From an optimization exercise on the open Yosys and OpenROAD flow, aimed at small area, a short achievable clock period and few clock cycles per item; shortcuts taken in it are not production practice.
Function was checked by simulation only, so behaviour that the tests miss may differ from the original.

==> run a: inputs <==
==> flow/design.v (excerpt) <==
module jacobi_polynomial_eval (
	input logic clk,
	input logic arst_n,
	input logic cfg_we,
	input logic [1:0] cfg_addr,
	input logic [31:0] cfg_data,
	input logic s_tvalid,
	output logic s_tready,
	input logic [31:0] s_tdata,
	output logic m_tvalid,
	input logic m_tready,
	output logic [55:0] m_tdata
);
==> flow/config.mk <==
export PLATFORM = sky130hd
export DESIGN_NAME = jacobi_polynomial_eval
export DESIGN_NICKNAME = jacobi_polynomial_eval
export VERILOG_FILES = /design/flow/design.v
export SDC_FILE = /design/flow/constraint.sdc
export NUM_CORES = 4
export LEC_CHECK = 0
export CAP_MARGIN = 40
export CORE_MARGIN = 2
export CORE_UTILIZATION = 40
export SLEW_MARGIN = 40
==> flow/constraint.sdc <==
create_clock -name core_clock -period 20.0 [get_ports {clk}]
set_input_delay 4.0000 -clock core_clock [delete_from_list [all_inputs] [get_ports {clk}]]
set_output_delay 4.0000 -clock core_clock [all_outputs]
set_load 0.01 [all_outputs]
standard.sh (not shown) runs the stock make flow with config.mk's settings and CLKGATE_MAP_FILE= SYNTH_SCRIPT=/design/flow/synth_recipe.tcl, a recipe that flattens the netlist after the stock synthesis.
==> flow/flow/run.sh <==
#!/bin/bash
set -euo pipefail
bash standard.sh SETUP_SLACK_MARGIN=11 finish > flow_standard.log 2>&1
==> inputs of run b, as changes to run a <==
--- a/flow/design.v
+++ b/flow/design.v
@@ -23,20 +23,20 @@
 			logic [57:0] mg;
 			one = bx[2*i+1] ^ bx[2*i];
 			two = (bx[2*i+2] & ~bx[2*i+1] & ~bx[2*i]) | (~bx[2*i+2] & bx[2*i+1] & bx[2*i]);
 			neg = bx[2*i+2];
 			mg = one ? {1'b0, a} : (two ? {a, 1'b0} : 58'd0);
 			row[i] = 90'({~neg, mg ^ {58{neg}}}) << (2 * i);
 			negv[2*i] = neg;
 		end
-		row[16] = 90'(bx[32] ? a : 57'd0) << 32;
+		row[16] = (90'(bx[32] ? a : 57'd0) << 32) | negv;
 	end
 	always_comb begin
-		p = KFIX + 90'(c) + negv;
+		p = KFIX + 90'(c);
 		for (int i = 0; i < 17; i++)
 			p = p + row[i];
 	end
 endmodule
 module jpe_div_cell (
 	input logic [51:0] den,
 	input logic [53:0] den3,
 	input logic [1:0] nb,
@@ -90,17 +90,16 @@
 	logic [6:0] p_q, p_d;
 	logic [51:0] rem_q, den_q;
 	logic [53:0] den3_q;
 	logic [63:0] nq_q;
 	logic fin;
 	logic sk64, sk48, sk32, sk16;
 	logic [51:0] rem_c [3];
 	logic [1:0] q0, q1;
-	logic [64:0] qr;
 	logic [51:0] dn;
 	logic [63:0] n64;
 	assign dn = ld ? d_m : den_q;
 	assign n64 = {1'b0, n_m};
 	always_comb begin
 		sk64 = (n64[63:52] == '0) && (n64[51:0] < dn);
 		sk48 = ({4'd0, n64[63:16]} < dn);
 		sk32 = ({20'd0, n64[63:32]} < dn);
@@ -113,25 +112,26 @@
 	);
 	jpe_div_cell u_c1 (
 		.den(den_q), .den3(den3_q), .nb(nq_q[61:60] & {2{pn_q}}),
 		.rem_in(rem_c[1]), .rem_out(rem_c[2]), .q(q1)
 	);
 	assign fin = zero_q | big_q | (p_q == 7'd96);
 	assign busy = busy_q;
 	assign done = busy_q & fin;
+	logic rup;
 	always_comb begin
-		qr = {1'b0, nq_q} + 65'({rem_q, 1'b0} >= {1'b0, den_q});
-		q_sat = zero_q | big_q | qr[64] | qr[63];
+		rup = ({rem_q, 1'b0} >= {1'b0, den_q});
+		q_sat = zero_q | big_q | nq_q[63] | ((&nq_q[62:0]) & rup);
 		if (zero_q)
 			q_m = '0;
 		else if (q_sat)
 			q_m = '1;
 		else
-			q_m = qr[62:0];
+			q_m = nq_q[62:0] + 63'(rup);
 		q_s = neg_q;
 	end
 	always_ff @(posedge clk or negedge arst_n) begin
 		if (!arst_n)
 			busy_q <= 1'b0;
 		else if (start)
 			busy_q <= 1'b1;
 		else if (ack)
@@ -632,20 +632,17 @@
 		if (state_q == S_DEN) begin
 			den_m <= r_m[51:0];
 			den_s <= r_s;
 		end
 		if (state_q == S_M5) begin
 			g0_m <= r_m[51:0];
 			g0_s <= r_s;
 		end
-		case (state_q)
-			S_P2AA, S_P2BA, S_P1AA, S_P1BA, S_FNAA, S_FNBA: acc_q <= mp[89:32];
-			default: ;
-		endcase
+		acc_q <= mp[89:32];
 		if (state_q == S_IDLE)
 			sata_q <= 1'b0;
 		else if ((state_q == S_P2AB || state_q == S_P1AB || state_q == S_FNAB) && r_sat)
 			sata_q <= 1'b1;
 		else if (state_q == S_M3B && z_sat)
 			sata_q <= 1'b1;
 		else if (acka && dv_sat)
 			sata_q <= 1'b1;
==> flow/run.sh (new file) <==
#!/bin/bash
# synth_recipe.tcl (not shown) runs the flow's synth.tcl, then flattens the netlist and writes it again
# the make line also repeats each setting of config.mk as NAME=value (left out here)
make -C /OpenROAD-flow-scripts/flow DESIGN_CONFIG=/design/flow/config.mk WORK_HOME=/design/flow/orfs CLKGATE_MAP_FILE= SYNTH_SCRIPT=/design/flow/synth_recipe.tcl finish
removed: flow/flow/run.sh
removed: flow/standard.sh
==> notes <==
In run a the first-iteration DRC count is larger than in run b, by 7.1%. Between run a and run b, the lower non-clock buffer count is in run b (gap 847). Of run a and run b, run a has the higher maximum frequency (gap 24%, measured against run b). Of run b and run a, run a has the higher synthesized cell count (gap 1.9%, measured against run a). Run a completed without violations. Run b completed with no timing, DRC or antenna violations. In run b the final cell count is lower than in run a, by about 5%.
==> figures <==
item                                                      run a       run b
Run status                             timing/DRC/antenna clean  timing/DRC/antenna clean
Non-filler instance count after layout                    26800       25300
Xor/xnor cell area share of the yosys netlist             4.76%       4.55%
Length of routed met3 wiring                          136000 um   108000 um
Multi-input logic area                               126000 um2  117000 um2
Cell with the largest stage delay on the worst path     a22oi_1   a2111oi_1
Post CTS Setup Buffer Count                                 471           0
DP HPWL                                               654000 um   629000 um
Vias in the first global route                           163000      152000
DP Area                                              173000 um2  168000 um2
Area occupied by registers                            34500 um2   33900 um2
Floorplan core area                                  410000 um2  402000 um2
Wirelength, routed                                    937000 um   818000 um
Testbench counts of run a, summed over its fixed seeds: cycles 51,072, items 576.
Testbench counts of run b, summed over its fixed seeds: cycles 51,072, items 576.

==> separate check: timing with driven ports <==
How much do the figures lean on ideal ports? The routed layouts below were timed once more, with nothing changed but the port constraints.
Step 1 (the two cells are an assumption about what drives the block):
set clk [get_ports {clk}]
set_driving_cell -lib_cell sky130_fd_sc_hd__clkbuf_16 $clk
set_driving_cell -lib_cell sky130_fd_sc_hd__buf_2 [delete_from_list [all_inputs] $clk]
Step 2, shift: input delay + t, output delay - t, t = (earliest + latest rising clock arrival at the registers) / 2. This alone moves slack from input paths to output paths.
Slacks: ideal / step 1 / step 2; pairs: ideal / step 1.
run | t (ns) | slack for setup (ns) | clock arrival spread, ns
run a | 0.959 | 9.810 / 9.810 / 9.810 | 0.071 / 0.071
run b | 0.956 | 7.405 / 7.405 / 7.405 | 0.104 / 0.104
After both steps every run listed still meets setup and hold.
